Context: an optimization exercise on an open-source flow, tuned for small area and a short achievable clock period. The choices shown serve that exercise and are no tape-out recipe. Function was checked by simulation only, so behaviour that the tests miss may differ from the original. Power figures rest on the tool's default switching activity, not on a simulated workload.

==> pepper: inputs <==
==> flow/design.v <==
package tetris_board_pkg;
    localparam int BOARD_COLS = 10;
    localparam int BOARD_ROWS = 22;
    localparam int ROW_IDX_W  = 5;
    localparam logic [ROW_IDX_W-1:0] TOP_ROW = ROW_IDX_W'(BOARD_ROWS - 1);
    localparam int SPAWN_TOP = 21;
    localparam int SPAWN_LOW = 20;
    typedef logic [BOARD_COLS-1:0] row_t;
    typedef logic [BOARD_ROWS*BOARD_COLS-1:0] board_t;
endpackage
package tetris_game_pkg;
    typedef enum logic [1:0] {
        SPAWN = 2'd0,
        FALL  = 2'd1,
        LOCK  = 2'd2,
        CLEAR = 2'd3
    } state_t;
    localparam logic [7:0] KEY_LEFT  = 8'h04;
    localparam logic [7:0] KEY_RIGHT = 8'h07;
    localparam logic [2:0] LFSR_SEED = 3'b001;
    localparam logic [69:0] PIECE_TOP = {
        10'h020, 10'h008, 10'h018, 10'h030, 10'h038, 10'h030, 10'h078
    };
    localparam logic [69:0] PIECE_LOW = {
        10'h038, 10'h038, 10'h030, 10'h018, 10'h010, 10'h030, 10'h000
    };
    localparam int SCORE_W = 16;
    localparam logic [SCORE_W-1:0] SCORE_PER_ROW  = SCORE_W'(10);
    localparam logic [SCORE_W-1:0] ROWS_PER_CLEAR = SCORE_W'(1);
endpackage
`timescale 1ns/1ps
module view_select (
    input  logic [4:0]  view_row,
    input  logic [4:0]  py,
    input  logic [4:0]  py_low,
    input  logic        piece_on,
    input  logic [21:0] row_ok,
    output logic [21:0] lsel,
    output logic [5:0]  hi,
    output logic        hit_top,
    output logic        hit_low
);
    for (genvar r = 0; r < 22; r++) begin : g_lo
        assign lsel[r] = (view_row[1:0] == 2'(r % 4)) && row_ok[r];
    end
    for (genvar b = 0; b < 6; b++) begin : g_hi
        assign hi[b] = view_row[4:2] == 3'(b);
    end
    assign hit_top = piece_on && (view_row == py);
    assign hit_low = piece_on && (view_row == py_low);
endmodule
module view_column (
    input  logic [21:0] lsel,
    input  logic [5:0]  hi,
    input  logic        hit_top,
    input  logic        hit_low,
    input  logic [21:0] col,
    input  logic        tp_c,
    input  logic        lp_c,
    output logic        bit_out
);
    logic [23:0] c_sel;
    assign c_sel = {2'b00, col & lsel};
    logic [5:0] grp;
    for (genvar b = 0; b < 6; b++) begin : g_grp
        assign grp[b] = c_sel[4*b +: 4] != '0;
    end
    assign bit_out = ((hi & grp) != '0) || (hit_top && tp_c) || (hit_low && lp_c);
endmodule
`timescale 1ns/1ps
module tetris_top (
    input  logic                                   Clk,
    input  logic                                   reset,
    input  logic                                   step,
    input  logic [7:0]                             keycode,
    input  logic [tetris_board_pkg::ROW_IDX_W-1:0] view_row,
    output tetris_board_pkg::row_t                 view_data,
    output logic [tetris_game_pkg::SCORE_W-1:0]    score,
    output logic [tetris_game_pkg::SCORE_W-1:0]    rows_cleared,
    output logic                                   game_over
);
    localparam int ROWS = tetris_board_pkg::BOARD_ROWS;
    localparam int COLS = tetris_board_pkg::BOARD_COLS;
    tetris_game_pkg::state_t  state;
    tetris_board_pkg::board_t settled;    
    logic [ROWS-1:0]          row_ok;     
    logic [2:0]               lfsr;       
    logic [12:0]              score_hi;   
    logic [4:0]               py;
    logic [4:0]               py_low;     
    tetris_board_pkg::row_t   tp, lp;
    tetris_board_pkg::row_t   w0, w1;
    logic is_spawn, is_fall, is_lock, is_clear;
    assign is_spawn = state == tetris_game_pkg::SPAWN;
    assign is_fall  = state == tetris_game_pkg::FALL;
    assign is_lock  = state == tetris_game_pkg::LOCK;
    assign is_clear = state == tetris_game_pkg::CLEAR;
    logic piece_on;
    assign piece_on = is_fall | is_lock | game_over;
    tetris_board_pkg::row_t spawn_top, spawn_low;
    always_comb begin
        case (lfsr)
            3'd1:    begin spawn_top = 10'h078; spawn_low = 10'h000; end
            3'd2:    begin spawn_top = 10'h030; spawn_low = 10'h030; end
            3'd3:    begin spawn_top = 10'h038; spawn_low = 10'h010; end
            3'd4:    begin spawn_top = 10'h030; spawn_low = 10'h018; end
            3'd5:    begin spawn_top = 10'h018; spawn_low = 10'h030; end
            3'd6:    begin spawn_top = 10'h008; spawn_low = 10'h038; end
            3'd7:    begin spawn_top = 10'h020; spawn_low = 10'h038; end
            default: begin spawn_top = 10'h000; spawn_low = 10'h000; end
        endcase
    end
    tetris_board_pkg::row_t row21, row20;
    assign row21 = row_ok[21] ? settled[21*COLS +: COLS] : '0;
    assign row20 = row_ok[20] ? settled[20*COLS +: COLS] : '0;
    logic spawn_blocked;
    assign spawn_blocked = ((spawn_top & row21) != '0) || ((spawn_low & row20) != '0);
    logic [ROWS-1:0] ysel;
    for (genvar r = 0; r < ROWS; r++) begin : g_ydec
        assign ysel[r] = py == 5'(r);
    end
    tetris_board_pkg::row_t w2;
    always_comb begin
        w2 = (ysel[0] | ysel[1]) ? '1 : '0;
        for (int r = 2; r < ROWS; r++) begin
            w2 = w2 | ((ysel[r] && row_ok[r-2]) ? settled[(r-2)*COLS +: COLS] : '0);
        end
    end
    logic left_ok, right_ok, go_left, go_right, landed;
    tetris_board_pkg::row_t tm, lm;
    assign left_ok  = !tp[0] && !lp[0] &&
                      (((tp >> 1) & w0) == '0) && (((lp >> 1) & w1) == '0);
    assign right_ok = !tp[COLS-1] && !lp[COLS-1] &&
                      (((tp << 1) & w0) == '0) && (((lp << 1) & w1) == '0);
    assign go_left  = is_fall && (keycode == tetris_game_pkg::KEY_LEFT)  && left_ok;
    assign go_right = is_fall && (keycode == tetris_game_pkg::KEY_RIGHT) && right_ok;
    assign tm = go_left ? (tp >> 1) : go_right ? (tp << 1) : tp;
    assign lm = go_left ? (lp >> 1) : go_right ? (lp << 1) : lp;
    assign landed = ((tm & w1) != '0) || ((lm & w2) != '0);
    logic [ROWS-1:0] is_full, shift_down;
    for (genvar r = 0; r < ROWS; r++) begin : g_full
        assign is_full[r] = row_ok[r] && (&settled[r*COLS +: COLS]);
        if (r == 0) begin : g_first
            assign shift_down[r] = is_full[r];
        end else begin : g_next
            assign shift_down[r] = shift_down[r-1] | is_full[r];
        end
    end
    logic full_found;
    assign full_found = shift_down[ROWS-1];
    always_ff @(posedge Clk) begin
        if (reset) begin
            state        <= tetris_game_pkg::SPAWN;
            score_hi     <= '0;
            rows_cleared <= '0;
            game_over    <= 1'b0;
        end else if (step && !game_over) begin
            case (state)
                tetris_game_pkg::SPAWN: begin
                    if (spawn_blocked) game_over <= 1'b1;
                    else               state <= tetris_game_pkg::FALL;
                end
                tetris_game_pkg::FALL: begin
                    if (landed) state <= tetris_game_pkg::LOCK;
                end
                tetris_game_pkg::LOCK: begin
                    state <= tetris_game_pkg::CLEAR;
                end
                default: begin
                    if (full_found) begin
                        rows_cleared <= rows_cleared + 16'd1;
                        score_hi     <= score_hi + ((rows_cleared[1:0] == 2'b11) ? 13'd2 : 13'd1);
                    end else begin
                        state <= tetris_game_pkg::SPAWN;
                    end
                end
            endcase
        end
    end
    assign score = {score_hi, rows_cleared[1:0], 1'b0};
    always_ff @(posedge Clk) begin
        if (reset) begin
            lfsr <= tetris_game_pkg::LFSR_SEED;
        end else if (step) begin
            lfsr <= {lfsr[1:0], lfsr[2] ^ lfsr[1]};
        end
    end
    always_ff @(posedge Clk) begin
        if (step && is_spawn && !game_over) begin
            py <= 5'd21;
            py_low <= 5'd20;
            tp <= spawn_top;
            lp <= spawn_low;
            w0 <= row21;
            w1 <= row20;
        end else if (step && is_fall) begin
            tp <= tm;
            lp <= lm;
            if (!landed) begin
                py <= py - 5'd1;
                py_low <= py_low - 5'd1;
                w0 <= w1;
                w1 <= w2;
            end
        end
    end
    tetris_board_pkg::board_t settled_d;
    logic [ROWS-1:0] row_ok_d;
    for (genvar r = 0; r < ROWS; r++) begin : g_next_row
        tetris_board_pkg::row_t piece_r;
        logic lock_t, lock_l, clr, sh;
        assign lock_t = step && is_lock && ysel[r];
        assign clr    = step && is_clear && shift_down[r];
        if (r < ROWS - 1) begin : g_below
            assign lock_l  = step && is_lock && ysel[r+1];
            assign piece_r = (lock_t ? tp : '0) | (lock_l ? lp : '0);
            assign sh = clr || (!row_ok[r] && !lock_t && !lock_l);
            assign settled_d[r*COLS +: COLS] = sh ? settled[(r+1)*COLS +: COLS] :
                                                    (settled[r*COLS +: COLS] | piece_r);
            assign row_ok_d[r] = clr ? row_ok[r+1] : (row_ok[r] | lock_t | lock_l);
        end else begin : g_top
            assign lock_l  = 1'b0;
            assign piece_r = lock_t ? tp : '0;
            assign sh = clr || (!row_ok[r] && !lock_t);
            assign settled_d[r*COLS +: COLS] = sh ? '0 : (settled[r*COLS +: COLS] | piece_r);
            assign row_ok_d[r] = clr ? 1'b0 : (row_ok[r] | lock_t);
        end
    end
    always_ff @(posedge Clk) begin
        settled <= settled_d;
    end
    always_ff @(posedge Clk) begin
        if (reset) begin
            row_ok <= '0;
        end else begin
            row_ok <= row_ok_d;
        end
    end
    logic [ROWS-1:0] vlsel;
    logic [5:0] vhi;
    logic hit_top, hit_low;
    view_select u_vsel (
        .view_row(view_row), .py(py), .py_low(py_low), .piece_on(piece_on), .row_ok(row_ok),
        .lsel(vlsel), .hi(vhi), .hit_top(hit_top), .hit_low(hit_low)
    );
    for (genvar c = 0; c < COLS; c++) begin : g_vcol
        logic [ROWS-1:0] col;
        for (genvar r = 0; r < ROWS; r++) begin : g_cell
            assign col[r] = settled[r*COLS + c];
        end
        view_column u_col (
            .lsel(vlsel), .hi(vhi), .hit_top(hit_top), .hit_low(hit_low),
            .col(col), .tp_c(tp[c]), .lp_c(lp[c]), .bit_out(view_data[c])
        );
    end
endmodule
==> flow/flow/run.sh <==
#!/bin/bash
# The standard layout, with one change: the buffers that the flow puts on
# every input and output port are sky130_fd_sc_hd__buf_1 instead of the delay
# buffer buffer_ports picks by default. Timing repair still resizes any of them
# that a critical path needs.
# The make output goes to flow_make.log here; ORFS keeps each step's log under orfs/logs.
set -euo pipefail
export BUFFER_PORTS_ARGS="-buffer_cell sky130_fd_sc_hd__buf_1"
bash standard.sh > flow_make.log 2>&1
==> flow/standard.sh <==
#!/bin/bash
# synth_recipe.tcl (not shown) runs the flow's synth.tcl, then flattens the netlist and writes it again
# the make line also repeats each setting of config.mk as NAME=value (left out here)
make -C /OpenROAD-flow-scripts/flow DESIGN_CONFIG=/design/flow/config.mk WORK_HOME=/design/flow/orfs CLKGATE_MAP_FILE= SYNTH_SCRIPT=/design/flow/synth_recipe.tcl "${@:-finish}"
==> flow/config.mk <==
export PLATFORM = sky130hd
export DESIGN_NAME = tetris_top
export DESIGN_NICKNAME = tetris_top
export VERILOG_FILES = /design/flow/design.v
export SDC_FILE = /design/flow/constraint.sdc
export NUM_CORES = 4
export LEC_CHECK = 0
export CAP_MARGIN = 20
export CORE_MARGIN = 2
export CORE_UTILIZATION = 45
export CTS_BUF_LIST = sky130_fd_sc_hd__clkbuf_16
export CTS_CLUSTER_DIAMETER = 100
export CTS_CLUSTER_SIZE = 20
export SETUP_SLACK_MARGIN = 3.5
export SLEW_MARGIN = 20
export SYNTH_HIERARCHICAL = 1
export TNS_END_PERCENT = 5
==> flow/constraint.sdc <==
create_clock -name core_clock -period 8.0 [get_ports {Clk}]
set_input_delay 1.6000 -clock core_clock [delete_from_list [all_inputs] [get_ports {Clk}]]
set_output_delay 1.6000 -clock core_clock [all_outputs]
set_load 0.01 [all_outputs]
==> sierra: changes against pepper <==
--- a/flow/design.v
+++ b/flow/design.v
@@ -31,41 +31,2 @@
 `timescale 1ns/1ps
-module view_select (
-    input  logic [4:0]  view_row,
-    input  logic [4:0]  py,
-    input  logic [4:0]  py_low,
-    input  logic        piece_on,
-    input  logic [21:0] row_ok,
-    output logic [21:0] lsel,
-    output logic [5:0]  hi,
-    output logic        hit_top,
-    output logic        hit_low
-);
-    for (genvar r = 0; r < 22; r++) begin : g_lo
-        assign lsel[r] = (view_row[1:0] == 2'(r % 4)) && row_ok[r];
-    end
-    for (genvar b = 0; b < 6; b++) begin : g_hi
-        assign hi[b] = view_row[4:2] == 3'(b);
-    end
-    assign hit_top = piece_on && (view_row == py);
-    assign hit_low = piece_on && (view_row == py_low);
-endmodule
-module view_column (
-    input  logic [21:0] lsel,
-    input  logic [5:0]  hi,
-    input  logic        hit_top,
-    input  logic        hit_low,
-    input  logic [21:0] col,
-    input  logic        tp_c,
-    input  logic        lp_c,
-    output logic        bit_out
-);
-    logic [23:0] c_sel;
-    assign c_sel = {2'b00, col & lsel};
-    logic [5:0] grp;
-    for (genvar b = 0; b < 6; b++) begin : g_grp
-        assign grp[b] = c_sel[4*b +: 4] != '0;
-    end
-    assign bit_out = ((hi & grp) != '0) || (hit_top && tp_c) || (hit_low && lp_c);
-endmodule
-`timescale 1ns/1ps
 module tetris_top (
@@ -89,3 +50,2 @@
     logic [4:0]               py;
-    logic [4:0]               py_low;     
     tetris_board_pkg::row_t   tp, lp;
@@ -190,3 +150,2 @@
             py <= 5'd21;
-            py_low <= 5'd20;
             tp <= spawn_top;
@@ -200,3 +159,2 @@
                 py <= py - 5'd1;
-                py_low <= py_low - 5'd1;
                 w0 <= w1;
@@ -238,19 +196,14 @@
     end
-    logic [ROWS-1:0] vlsel;
-    logic [5:0] vhi;
+    tetris_board_pkg::row_t view_settled;
+    always_comb begin
+        view_settled = '0;
+        for (int r = 0; r < ROWS; r++) begin
+            view_settled = view_settled |
+                (((view_row == 5'(r)) && row_ok[r]) ? settled[r*COLS +: COLS] : '0);
+        end
+    end
     logic hit_top, hit_low;
-    view_select u_vsel (
-        .view_row(view_row), .py(py), .py_low(py_low), .piece_on(piece_on), .row_ok(row_ok),
-        .lsel(vlsel), .hi(vhi), .hit_top(hit_top), .hit_low(hit_low)
-    );
-    for (genvar c = 0; c < COLS; c++) begin : g_vcol
-        logic [ROWS-1:0] col;
-        for (genvar r = 0; r < ROWS; r++) begin : g_cell
-            assign col[r] = settled[r*COLS + c];
-        end
-        view_column u_col (
-            .lsel(vlsel), .hi(vhi), .hit_top(hit_top), .hit_low(hit_low),
-            .col(col), .tp_c(tp[c]), .lp_c(lp[c]), .bit_out(view_data[c])
-        );
-    end
+    assign hit_top = piece_on && (view_row == py);
+    assign hit_low = piece_on && (view_row == py - 5'd1);
+    assign view_data = view_settled | (hit_top ? tp : '0) | (hit_low ? lp : '0);
 endmodule
==> flow/run.sh (new file) <==
#!/bin/bash
# synth_recipe.tcl (not shown) runs the flow's synth.tcl, then flattens the netlist and writes it again
# the make line also repeats each setting of config.mk as NAME=value (left out here)
make -C /OpenROAD-flow-scripts/flow DESIGN_CONFIG=/design/flow/config.mk WORK_HOME=/design/flow/orfs CLKGATE_MAP_FILE= SYNTH_SCRIPT=/design/flow/synth_recipe.tcl finish
Settings changed: SYNTH_HIERARCHICAL 1 to default.
removed: flow/flow/run.sh
removed: flow/standard.sh
==> qor summary <==
                                                                           pepper          sierra
Run status                                                          finished clean  finished clean
P_int                                                                    0.00249 W       0.00225 W
Sequential cell area in the final layout                                  6950 µm²        6850 µm²
Met3 WL                                                                  13,300 µm       18,100 µm
HPWL after detailed placement                                            65,100 µm       77,900 µm
Number of different library cells in the post-synthesis netlist                 67              76
Area share of the largest cell type after synthesis                          0.313           0.311
Static leakage power                                                       6.77 nW         6.92 nW
Post-CTS sizing                                                                 69             176
Die Outline Area                                                        42,500 µm²      41,900 µm²
Fraction of met2 tracks used by global routing                               0.622           0.731
Clock latency of the later-clocked register in the worst-skew pair         0.57 ns         0.59 ns
Worst slack at placement                                                   2.26 ns         1.60 ns
TritonCTS sink count                                                           327             322
Achievable frequency                                                       206 MHz         198 MHz

[afterwards: timing with drivers on the ports]
The results above use ideal ports. As a check the final layouts listed here were re-extracted and re-timed, cells and wires unchanged. Step 1, drivers: a clkbuf_16 drives Clk and a buf_2 each remaining input, both assumed. Step 2 also shifts input and output timing later by t, the mid clock arrival at the registers, as if the neighbouring blocks saw the same clock. a / b / c = ideal / step 1 / step 2; a / b = the first two.
run	shift t [ns]	setup WS [ns]	worst setup path at the end	pins driven straight from the clock port
pepper	0.616	3.138 / 3.064 / 2.946	input to register	1
sierra	0.619	2.944 / 2.897 / 2.637	input to register	1
After both steps setup and hold are still met in every run listed. For sierra, which loses most, drivers alone change the setup slack by -0.047 ns; drivers and shift together by -0.307 ns.
